This is an optimization exercise on Yosys and OpenROAD, whose aim is small area and a short achievable clock period, not a production implementation. Function was checked by simulation only, so behaviour that the tests miss may differ from the original. No activity file was given, so power comes from the tool's default toggle rates.

==> config.mk <==
export PLATFORM = sky130hd
export DESIGN_NAME = store_trace_monitor
export DESIGN_NICKNAME = store_trace_monitor
export VERILOG_FILES = /design/flow/design.v
export SDC_FILE = /design/flow/constraint.sdc
export NUM_CORES = 4
export LEC_CHECK = 0
export CAP_MARGIN = 20
export CORE_MARGIN = 2
export CORE_UTILIZATION = 40
export SLEW_MARGIN = 20
==> constraint.sdc <==
create_clock -name core_clock -period 4.5 [get_ports {clk}]
set_input_delay 0.9000 -clock core_clock [delete_from_list [all_inputs] [get_ports {clk}]]
set_output_delay 0.9000 -clock core_clock [all_outputs]
set_load 0.01 [all_outputs]
==> design.v <==
package trace_pkg;
    localparam int          STAMP_W   = 32;
    localparam logic [31:0] NO_FINISH = 32'hffff_ffff;
    typedef struct packed {
        logic [STAMP_W-1:0] cycle;
        logic [31:0]        addr;
        logic [31:0]        data;
    } trace_entry_t;
    typedef enum logic [1:0] {
        RUN   = 2'd0,
        DRAIN = 2'd1,
        DONE  = 2'd2
    } mon_state_t;
endpackage
module trace_fifo #(
    parameter int DEPTH = 16
) (
    input  logic         clk,
    input  logic         reset,
    input  logic         push,
    input  logic         pop,
    input  trace_pkg::trace_entry_t push_entry,
    output logic         full,
    output logic         empty,
    output logic         last,
    output trace_pkg::trace_entry_t head
);
    localparam int AW = $clog2(DEPTH);
    localparam int EW = trace_pkg::STAMP_W + 64;   
    logic [EW-1:0] r_mem [0:DEPTH-1];
    logic [AW:0]   r_wptr;
    logic [AW:0]   r_rptr;
    logic          w_pop_ok;
    assign empty    = (r_wptr == r_rptr);
    assign full     = (r_wptr[AW] != r_rptr[AW]) && (r_wptr[AW-1:0] == r_rptr[AW-1:0]);
    assign last     = ((r_wptr - r_rptr) == (AW+1)'(1));
    assign w_pop_ok = pop & ~empty;
    assign head     = r_mem[r_rptr[AW-1:0]];
    always_ff @(posedge clk or negedge reset) begin
        if (!reset) begin
            r_wptr <= '0;
            r_rptr <= '0;
        end else begin
            if (push)     r_wptr <= r_wptr + (AW+1)'(1);
            if (w_pop_ok) r_rptr <= r_rptr + (AW+1)'(1);
        end
    end
    always_ff @(posedge clk) begin
        if (push) r_mem[r_wptr[AW-1:0]] <= push_entry;
    end
endmodule
module store_trace_monitor #(
    parameter int DEPTH   = 16,
    parameter int CYCLE_W = 16,
    parameter int CNT_W   = 16
) (
    input  logic               clk,
    input  logic               reset,
    input  logic [31:0]        pc,
    input  logic [31:0]        pc_finished,
    input  logic               memwrite,
    input  logic [31:0]        aluout,
    input  logic [31:0]        writedata,
    output logic               halt,
    output logic               trace_valid,
    input  logic               trace_ready,
    output logic [CYCLE_W-1:0] trace_cycle,
    output logic [31:0]        trace_addr,
    output logic [31:0]        trace_data,
    output logic               done,
    output logic               overflow,
    output logic [CNT_W-1:0]   store_count,
    output logic [CNT_W-1:0]   drop_count
);
    trace_pkg::mon_state_t r_state;
    trace_pkg::mon_state_t w_state_nxt;
    logic [CYCLE_W-1:0] r_cycle;
    logic [CNT_W-1:0]   r_store_cnt;
    logic [CNT_W-1:0]   r_drop_cnt;
    logic               r_ovf;
    logic               w_hit, w_capture, w_pop, w_push, w_drop;
    logic               w_full, w_empty, w_last;
    trace_pkg::trace_entry_t w_entry, w_head;
    assign w_hit     = (pc == pc_finished);
    assign halt      = w_hit | (r_state != trace_pkg::RUN);
    assign w_capture = memwrite & ~halt;
    assign w_pop     = trace_valid & trace_ready;
    assign w_push    = w_capture & (~w_full | w_pop);
    assign w_drop    = w_capture & w_full & ~w_pop;
    assign w_entry.cycle = trace_pkg::STAMP_W'(r_cycle + CYCLE_W'(1));
    assign w_entry.addr  = aluout;
    assign w_entry.data  = writedata;
    trace_fifo #(.DEPTH(DEPTH)) u_fifo (
        .clk        (clk),
        .reset      (reset),
        .push       (w_push),
        .pop        (w_pop),
        .push_entry (w_entry),
        .full       (w_full),
        .empty      (w_empty),
        .last       (w_last),
        .head       (w_head)
    );
    always_comb begin
        w_state_nxt = r_state;
        case (r_state)
            trace_pkg::RUN:     if (w_hit) w_state_nxt = trace_pkg::DRAIN;
            trace_pkg::DRAIN:   if (w_empty || (w_pop && w_last)) w_state_nxt = trace_pkg::DONE;
            trace_pkg::DONE:    w_state_nxt = trace_pkg::DONE;
            default: w_state_nxt = trace_pkg::RUN;
        endcase
    end
    always_ff @(posedge clk or negedge reset) begin
        if (!reset) begin
            r_state     <= trace_pkg::RUN;
            r_cycle     <= '0;
            r_store_cnt <= '0;
            r_drop_cnt  <= '0;
            r_ovf       <= 1'b0;
        end else begin
            r_state <= w_state_nxt;
            if (r_state == trace_pkg::RUN) r_cycle <= r_cycle + CYCLE_W'(1);
            if (w_push && (r_store_cnt != '1)) r_store_cnt <= r_store_cnt + CNT_W'(1);
            if (w_drop) begin
                r_ovf <= 1'b1;
                if (r_drop_cnt != '1) r_drop_cnt <= r_drop_cnt + CNT_W'(1);
            end
        end
    end
    assign trace_valid = ~w_empty;
    assign trace_cycle = trace_valid ? CYCLE_W'(w_head.cycle) : '0;
    assign trace_addr  = trace_valid ? w_head.addr : '0;
    assign trace_data  = trace_valid ? w_head.data : '0;
    assign done        = (r_state == trace_pkg::DONE);
    assign overflow    = r_ovf;
    assign store_count = r_store_cnt;
    assign drop_count  = r_drop_cnt;
endmodule
==> run.sh <==
#!/bin/bash
# synth_recipe.tcl (not shown) runs the flow's synth.tcl, then flattens the netlist and writes it again
# the make line also repeats each setting of config.mk as NAME=value (left out here)
make -C /OpenROAD-flow-scripts/flow DESIGN_CONFIG=/design/flow/config.mk WORK_HOME=/design/flow/orfs CLKGATE_MAP_FILE= SYNTH_SCRIPT=/design/flow/synth_recipe.tcl finish
==> metrics.cfg <==
[floorplanning]
die_area_mm2 = 0.1333
io_pins = 248
rows = 132
die-width_um = 365.1
coreArea_mm2 = 0.1295
die_h_um = 365.1
start_util_pct = 40.27

[placed_design]
dpl.hpwl_um = 64540
dp_cells = 4171
gp_congestion = 0.7842
portBuffers = 247
dp_slack_ns = 0.3647
placed_cell_area_mm2 = 0.05744

[sta]
report.final.slew_viol_count = 0
worst_slew_pin_slew_ns = 1.082
max_freq_ghz = 0.2280
slew_headroom_pct = 27.89
final_hold_viol_count = 0
finalCriticalPeriod_ns = 4.386
fin_crit_sh_pct = 97.48
fin_tns_setup_ns = 0
setup_slack_ns = 0.1136
finalSetupViolations = 0
rsz0062_at_grt = yes
fin_worst_skew_ns = 0.02439

[clock_network]
clock_path_buffers = 3
cts_root_buf = clkbuf_16
htree_levels = 4
cts.hold.buffers_added = 0
numCtsBuffers = 139
path_clk_slew_ns = 0.06
cts_tree = built
clkSinkCount = 1341
clk_latency_ns = 0.75

[routing]
first_iter_violations = 2273
routed_wl_um = 124000
ant_nets = 0
detail_route.first_pass.iterations = 7
via_per_inst = 5.516
dr_total_vias = 24520
avgRoutedWirePerCell_um = 27.88
drc = 0

[logic_synthesis]
synth_top_area_share_pct = 73.71
synth_largest_area_cell = edfxtp_1
netlist-cell-type-count = 40
synth_most_common_cell = edfxtp_1
synth_warnings = 2
async_reset_ff_share_pct = 4.549
synth-edff-count = 1280
netlist_top_cells_area = edfxtp_1 (74%), mux4_2 (17%), dfrtp_1 (2.9%)
syn_area_per_cell_um2 = 23.57
ys.flop_type = edfxtp_1
synth_seq_cells = 1341
yosysSeqAreaShare_pct = 76.64
syn_inst = 2212
postSynthNetCount = 2361
yosys-top-cells-count = edfxtp_1 (1280), mux4_2 (400), and2_1 (90)
netlist_area_mm2 = 0.05214

[final_layout]
stdcell_count = 4446
drive_above_1_share_pct = 27.78
fill_cells = 10360
multi_input_area_mm2 = 0.01173
syn_to_final_growth_pct = 20.12
nNetsFinal = 2744
final_cell_area_mm2 = 0.06264
register_area_mm2 = 0.03997

[critical_path]
cp.required_ns = 3.60
critPathCaptureType = primary output
crit_type = reg2out
start_kind = flip-flop
reg2reg_depth = 11
crit_arrival_ns = 3.49
path_max_fanout = 12

[worst_hold_path]
hp-class = in2async

[outcome]
status = timing/DRC/antenna clean

[run]
maxCapViolCount = 0

[global_routing]
grt_pass1_vias = 26020
grt_max_degree = 112
grt_overflow = 0
grt_usage_pct = 18.81
antenna_found_initial = 11
grt_pass1_wl_um = 180100

[power_and_ir_drop]
irDropWorstVdd_v = 0.0004607
power.density_mw_per_mm2 = 637.7
fin_total_pwr_uw = 39940
leakagePower_uw = 0.02007

final cells by class:
class / count / share of cell area (%)
clock buffers: 166 / 6.001
repair buffers: 350 / 6.728
diodes: 4 / 0.01598
flip-flops and latches: 1341 / 63.82
inverters: 14 / 0.09189
well taps: 1742 / 3.480
multi-input cells: 749 / 18.72
clock inverters: 80 / 1.145
per-layer routing:
layer  GRT usage (%)  up-vias  part of all wire, %
met5               0        -                0.060
met4           5.245       12                  2.0
met3           3.966      166                  6.9
met2           30.45      884                   49
met1           25.96    13350                   42
li1                -    10110                    -
cells by family (layout without fill, tap and decap cells):
family	count (synthesis)	after routing	synth area share (%)
flip-flops	1341	1341	76.64
multiplexers	408	408	17.45
AND/OR/NAND/NOR	216	216	2.462
buffers and inverters	122	610	1.245
XOR/XNOR	101	101	1.696
adder cells (fa/ha/maj)	17	17	0.4223
AO/OA/AOI/OAI	7	7	0.08396
other	0	4	0
worst max-delay path, cell delays in order (launching register included):
cell,delay [ns]
dfrtp_4,0.42
buf_4,0.16
buf_4,0.18
bufbuf_16,0.32
mux4_2,0.51
mux4_2,0.47
and2_1,0.20
clkdlybuf4s50_1,0.48
power breakdown:
group | switching (µW) | internal [µW]
Sequential | 373 | 15000
Combinational | 6360 | 6950
Clock | 4690 | 6590
layout by cell type (no fill, tap or decap), types with 11 or more instances in the layout:
cell type,netlist,layout
edfxtp_1,1280,1280
mux4_2,400,400
clkdlybuf4s50_1,0,222
clkbuf_16,0,147
and2_1,90,82
dfrtp_1,61,58
xnor2_1,53,50
xor2_1,48,39
buf_4,20,39
buf_12,0,38
clkinv_1,0,26
clkinv_2,0,25
nand4_1,24,24
nand2_1,24,23
and3_1,21,21
nand3_1,19,19
clkbuf_1,53,17
buf_16,0,17
ha_1,16,16
dlygate4sd2_1,0,16
inv_1,13,12
bufinv_16,0,11
registers in the layout (all words and copies together), names as in the netlist:
signal and count:
r_store_cnt 16, r_ovf 1, r_cycle 16, u_fifo.r_wptr 5
u_fifo.r_rptr 5, r_drop_cnt 16, u_fifo.r_mem 1280, r_state 2
stage by stage:
stage	hold WS, ns	util [%]
2_1_floorplan	0.4617	-
3_3_place_gp	0.4770	44.36
3_5_place_dp	0.4760	44.36
4_1_cts	0.2907	48.25
5_1_grt	0.3369	48.37
6_report	0.2955	48.37
path summary, 6_finish.rpt:
check                                       to  slack, ns        startpoint
max in group asynchronous        r_drop_cnt[7]       3.30             reset
min reg2reg                   u_fifo.r_wptr[4]       0.48  u_fifo.r_wptr[4]
min in group core_clock       u_fifo.r_wptr[4]       0.48  u_fifo.r_wptr[4]
min                              r_drop_cnt[5]       0.30             reset
max                             trace_data[29]       0.11  u_fifo.r_rptr[0]
max reg2reg                u_fifo.r_mem[14][6]       1.04  u_fifo.r_rptr[0]
repair_timing:
action,in CTS,in global routing
setup endpoints to repair,73,18
gates cloned,12,1
gates resized for setup,40,9
buffers inserted,11,1

## what the ideal ports hide
The results above use ideal ports. As a check the final layout listed here was re-extracted and re-timed, cells and wires unchanged. Step 1 (the two cells are an assumption about what drives the block):
set clk [get_ports {clk}]
set_driving_cell -lib_cell sky130_fd_sc_hd__clkbuf_16 $clk
set_driving_cell -lib_cell sky130_fd_sc_hd__buf_2 [delete_from_list [all_inputs] $clk]
Step 2 moves the port delays by t, midway between the first and last clock arrival at a register: inputs arrive t later, outputs are due t later. That takes back most of the time a late clock gives input paths. Three values: ideal, step 1, step 2; two values: the first two.
t, ns: 0.815
setup WS [ns]: 0.114 / 0.035 / 0.409
worst hold slack (ns): 0.296 / 0.253 / 0.484
worst setup path after step 2: input to output
slew at the worst register clock pin (ns): 0.07 / 0.07
After both steps this run still meets setup and hold. The setup slack of this run moves by -0.079 ns with the drivers and by +0.295 ns with both steps.
